From an optimization exercise on the open Yosys and OpenROAD flow, aimed at small area, a short achievable clock period and few clock cycles per item; shortcuts taken in it are not production practice.
Function was checked by simulation only, so behaviour that the tests miss may differ from the original.

==> flow/design.v, too long to show whole: its modules and the start of the top module <==
// module rbm_gibbs_top: 1657 lines
module rbm_gibbs_top #(
   parameter int                            visible_dim = 16,
   parameter int                            hidden_dim  = 8,
   parameter int                            addr_width  = 8,
   parameter logic [rbm_pkg::prob_width-1:0] fwd_seed    = 8'h5a,
   parameter logic [rbm_pkg::prob_width-1:0] bwd_seed    = 8'hc3
) (
   input  logic                                   clock,
   input  logic                                   reset,
   input  logic                                   mode,
   input  logic                                   load_valid,
   output logic                                   load_ready,
   input  logic [addr_width-1:0]                  load_addr,
   input  logic signed [rbm_pkg::weight_width-1:0] load_data,
   input  logic                                   in_valid,
   output logic                                   in_ready,
   input  logic [visible_dim-1:0]                 in_visible,
   output logic                                   out_valid,
   input  logic                                   out_ready,
   output logic [hidden_dim-1:0]                  out_hidden,
   output logic [visible_dim-1:0]                 out_recon
);
  // ...
==> flow/flow/run.sh <==
#!/bin/bash
# Standard synthesis and layout, with timing repair asked to aim below the design's
# clock period (a larger setup margin); the SDC and every other setting are unchanged.
set -uo pipefail
bash standard.sh SETUP_SLACK_MARGIN=6.25 finish > make_finish.log 2>&1
==> flow/standard.sh <==
#!/bin/bash
# synth_recipe.tcl (not shown) runs the flow's synth.tcl, then flattens the netlist and writes it again
# the make line also repeats each setting of config.mk as NAME=value (left out here)
make -C /OpenROAD-flow-scripts/flow DESIGN_CONFIG=/design/flow/config.mk WORK_HOME=/design/flow/orfs CLKGATE_MAP_FILE= SYNTH_SCRIPT=/design/flow/synth_recipe.tcl "${@:-finish}"
==> flow/config.mk <==
export PLATFORM = sky130hd
export DESIGN_NAME = rbm_gibbs_top
export DESIGN_NICKNAME = rbm_gibbs_top
export VERILOG_FILES = /design/flow/design.v
export SDC_FILE = /design/flow/constraint.sdc
export NUM_CORES = 4
export LEC_CHECK = 0
export ABC_AREA = 1
export CAP_MARGIN = 20
export CORE_MARGIN = 2
export CORE_UTILIZATION = 45
export CTS_CLUSTER_DIAMETER = 100
export CTS_CLUSTER_SIZE = 20
export SLEW_MARGIN = 20
==> flow/constraint.sdc <==
create_clock -name core_clock -period 10.0 [get_ports {clock}]
set_input_delay 2.0000 -clock core_clock [delete_from_list [all_inputs] [get_ports {clock}]]
set_output_delay 2.0000 -clock core_clock [all_outputs]
set_load 0.01 [all_outputs]
==> results.toml, run 1 <==
[grt]
busiest_layer = "met2"
met1_usage_pct = 34.3
grt_pass1_vias = 241000
grt_antenna_before_repair = 92

[floorplan]
std_cell_rows = 313
die_y_um = 858
die_area_mm2 = 0.736
tap_cells = 9607
initial_core_util_pct = 45.1
io_pins = 69

[layout]
multi_input_comb_cells = 24400
fill_cells = 66900
syn2layout_area_growth_pct = 14.4
buffers_excl_clock = 1406
regMostFlops = "q_mem"
layout.nonclk_buf_share_pct = 4.09
nClkBuffers = 599
multi_input_area_share_pct = 45.6

[yosys]
synth_top_area_share_pct = 22.2
yosysSeqAreaShare_pct = 44.1
ys_ff_latch = 5995
synthTopCellsByCount = "8641 x nand2_1, 5684 x inv_1, 3510 x dfxtp_1"
synth-simple-area-share_pct = 14.9
synth_edf_count = 2424
yosysWarnings = 1

[critical_path]
crit_required_ps = 10990
slowest_delay_ps = 580
cp-endpoint = "s19_bacc2[0]"

[sta]
skew_ps = 64.0
setup_tns_ps = 0
finalCritPeriodShare_pct = 39.1
setup_slack_ps = 6090
relSlewSlack_pct = 21.0

[hold_path]
hp-start = "s22_hid[4]"

[clock_tree]
root_buffer = "clkbuf_16"
clk_pin_slew_ps = 90

[routing]
highest_layer = "met5"
dr_wl_met2_mm = 494
vias = 251000

[placement]
hpwlAfterDp_mm = 718

[status]
status = "finished clean"
Testbench counts, summed over its fixed seeds: cycles 1,216, items 1,024.
==> run 2: changes to the inputs <==
==> flow/flow/run.sh (replaced) <==
#!/bin/bash
# Standard synthesis and layout, with timing repair asked to aim below the design's
# clock period (a larger setup margin) and clock tree synthesis without dummy loads;
# the SDC and every other setting are unchanged.
set -uo pipefail
bash standard.sh SETUP_SLACK_MARGIN=6.4 \
  "CTS_ARGS=-sink_clustering_enable -repair_clock_nets -dont_use_dummy_load -sink_clustering_size 20 -sink_clustering_max_diameter 100" \
  finish > make_finish.log 2>&1
==> run 2 against run 1 <==
Effect of this change:
- worst setup slack gained 3.9 ps
- clock skew grew 40 ps
- die area stayed put
- area after synthesis stayed put
- register-to-register slack about the same
- fmax about the same
- synthesized cell count unchanged
- wire length grew 4.2%
- worst hold slack got worse by 24 ps
- first-iteration DRC count is 8.8% higher
- non-clock buffer count increased by 697
==> results.toml, run 2 <==
[layout]
syn2layout_area_growth_pct = 19.0
layout-drive-gt1-share_pct = 16.8
layout.nets = 42600
layout_commonest_cell = "nand2_1"
fill_cells = 65200
regMostFlops = "q_mem"
final_cell_mix = "7685 x nand2_1, 5412 x inv_1, 3447 x dfxtp_1"
largest_reg_flops = 600

[yosys]
synthesis.area_mm2 = 0.328
yosys.area.top_type = "edfxtp_1"
syn_area_per_cell_um2 = 8.93
synth.area.top_cells = "edfxtp_1 22%, dfxtp_1 21%, ha_1 13%"
ys_ff_latch = 5995
ys.flop_type = "dfxtp_1"
synth_edf_count = 2424
ys_types = 73
synthTopCellsByCount = "8641 x nand2_1, 5684 x inv_1, 3510 x dfxtp_1"
syn-num-nets = 40800
yosysSeqAreaShare_pct = 44.1
async_reset_ff_share_pct = 1.02
yosysWarnings = 1
synth_top_area_share_pct = 22.2
syn_inst = 36700
synth.most_common_cell = "nand2_1"

[clock_tree]
root_buffer = "clkbuf_16"
cts_tree = "done"
clock_sinks = 5995
cts_made_buffers = 351
clk_pin_slew_ps = 90
clk_latency_ps = 1070
cts_buffer_depth = 4
htreeDepth = 5

[status]
status = "finished clean"

[routing]
vias = 257000
detail-route-antenna-nets = 0
wl_mm = 1100
drt_iter0_drc = 22500
wl_per_cell_um = 22.7
drc = 0
viasPerCell = 5.34
firstDrtPassIters = 6

[floorplan]
die_width_um = 858
initial_core_util_pct = 45.1
die_y_um = 858
std_cell_rows = 313
die_area_mm2 = 0.736
core_area_mm2 = 0.726
io_pins = 69

[sta]
worst_pin_slew_ps = 1130
hold-worst-slack_ps = 294
fmax_mhz = 256
setup_tns_ps = 0
setup_violations = 0
finalCritPeriodShare_pct = 39.0
skew_ps = 104
rsz0062_at_grt = "yes"
hold_violations = 0
final_max_slew_viol_count = 0
relSlewSlack_pct = 24.5
period_minus_slack_ps = 3900

[hold_path]
hold_class = "reg2reg"

[job]
cap_violations = 0

[grt]
grt_max_degree = 90
grt_pass1_wl_mm = 1490
track_usage_pct = 26.7
grt_pass1_vias = 243000
grt_antenna_before_repair = 88
grt.overflow.total = 0

[critical_path]
path_class = "reg2reg"
path_max_fanout = 7
end_kind = "flop"
crit_required_ps = 10940
critical_path_arrival_ps = 4840
critPathLaunchType = "flop"

[placement]
portBuffers = 67
hpwlAfterDp_mm = 718
finalWeightedCongestion = 0.938
[run 2: cell count changes in the layout (fill, tap and decap cells not counted), sizes merged]
cell	delta
buf	+663
clkbuf	-224
clkdlybuf4s15	-5
diode	+1
bufbuf	+7
clkinvlp	-3
inv	-25
nand2	+4
or2	-1
clkdlybuf4s50	+8
clkinv	-19
[run 2: path summary, 6_finish.rpt]
path                             from     endpoint  slack [ps]  depth (start not counted)
setup / recovery           sb_lfsr[1]  sb_rl_13[7]        6100                         27
hold / removal             s5_vis[14]   s6_vis[14]         290                          0
setup reg to reg           sb_lfsr[1]  sb_rl_13[7]        6100                         27
hold reg to reg            s5_vis[14]   s6_vis[14]         290                          0
max in group asynchronous       reset    out_valid        7460                          3
min in group asynchronous       reset   sf_lfsr[2]        1290                          2
[run 2: timing repair]
| action | CTS | global route |
|---|---|---|
| cloned | 67 | 124 |
| setup endpoints to repair | 2570 | 2338 |
| hold buffers | 0 | 0 |
| pin swaps | 380 | 1201 |
| resized for setup | 1988 | 4325 |
| setup buffers | 637 | 1004 |
[run 2: routing by layer]
layer  part of all wire (%)  track usage, %  wire, um  vias up
met3                    6.6            2.65     72000     1910
li1                       -               -         -   123000
met2                     47            46.1    519000     8286
met4                    5.2            9.73     56900       10
met5                 0.0063               0        69        -
met1                     41            34.8    448000   124000
[run 2: stage by stage]
step / area, um^2 / setup WS (ps) / util, % / std cells
floorplan: 328000 / 6040 / - / 36700
global placement: 340000 / 4240 / 46.8 / 45900
detailed placement: 340000 / 4230 / 46.8 / 45900
CTS: 363000 / 6180 / 49.9 / 47000
global route: 390000 / 5950 / 53.7 / 48100
finish: 390000 / 6100 / 53.7 / 48200
[run 2: worst max-delay path, cell delays in order (launching register included)]
cell	delay, ps
dfstp_2	650
inv_4	80
nand2_4	100
nand2_4	80
nand2_8	120
nand2_8	100
nand2_4	110
nand2_8	80
xor2_4	170
o21ai_4	220
buf_12	150
inv_6	50
xor2_4	250
nand2_2	110
nand2_4	100
nand2_2	70
nand2_4	130
buf_6	110
nand2_1	60
nand2_2	110
nand2_2	90
nand2_4	90
buf_6	140
ha_4	150
inv_2	40
nor3_1	170
nand2_1	100
xor2_1	150
[run 2: cells by family (layout without fill, tap and decap cells)]
| kind of cell | after synthesis | count (layout) | synth area share [%] |
|---|---|---|---|
| AO/OA/AOI/OAI | 5528 | 5528 | 9.40 |
| XOR/XNOR | 2720 | 2720 | 7.28 |
| adder cells (fa/ha/maj) | 4028 | 4028 | 16.8 |
| buffers and inverters | 6406 | 8166 | 7.38 |
| flip-flops | 5995 | 5995 | 44.1 |
| multiplexers | 49 | 49 | 0.150 |
| other | 1 | 50 | 0.00114 |
| AND/OR/NAND/NOR | 12000 | 12000 | 14.9 |
[run 2: area by class of cell]
type                            count  area (um^2)  share of cell area [%]
Timing Repair inverter              3         28.8                 0.00738
Antenna cell                       49          123                  0.0314
Clock buffer                      351         8780                    2.25
Multi-Input combinational cell  24400       180000                    46.1
Tap cell                         9607        12000                    3.08
Inverter                         5709        21600                    5.54
Sequential cell                  5995       145000                    37.1
Timing Repair Buffer             2103        23000                    5.90

-- re-timing with driven ports --
How much do the figures lean on ideal ports? The routed layouts below were timed once more, with nothing changed but the port constraints. Step 1 (the two cells are an assumption about what drives the block):
set clk [get_ports {clock}]
set_driving_cell -lib_cell sky130_fd_sc_hd__clkbuf_16 $clk
set_driving_cell -lib_cell sky130_fd_sc_hd__buf_2 [delete_from_list [all_inputs] $clk]
Step 2 moves the port delays by t, midway between the first and last clock arrival at a register: inputs arrive t later, outputs are due t later. That takes back most of the time a late clock gives input paths. Three values: ideal ports, drivers, drivers and shift; two values: the first two.
| run | t, ns | setup WS [ns] | worst setup path at the end | slew at the worst register clock pin (ns) |
|---|---|---|---|---|
| run 1 | 1.218 | 6.094 / 6.094 / 4.985 | input to register | 0.10 / 0.10 |
| run 2 | 1.174 | 6.098 / 6.098 / 5.337 | input to register | 0.10 / 0.10 |
After both steps every run listed still meets setup and hold. The setup slack of run 1, which loses most, moves by 0.000 ns with the drivers and by -1.109 ns with both steps.
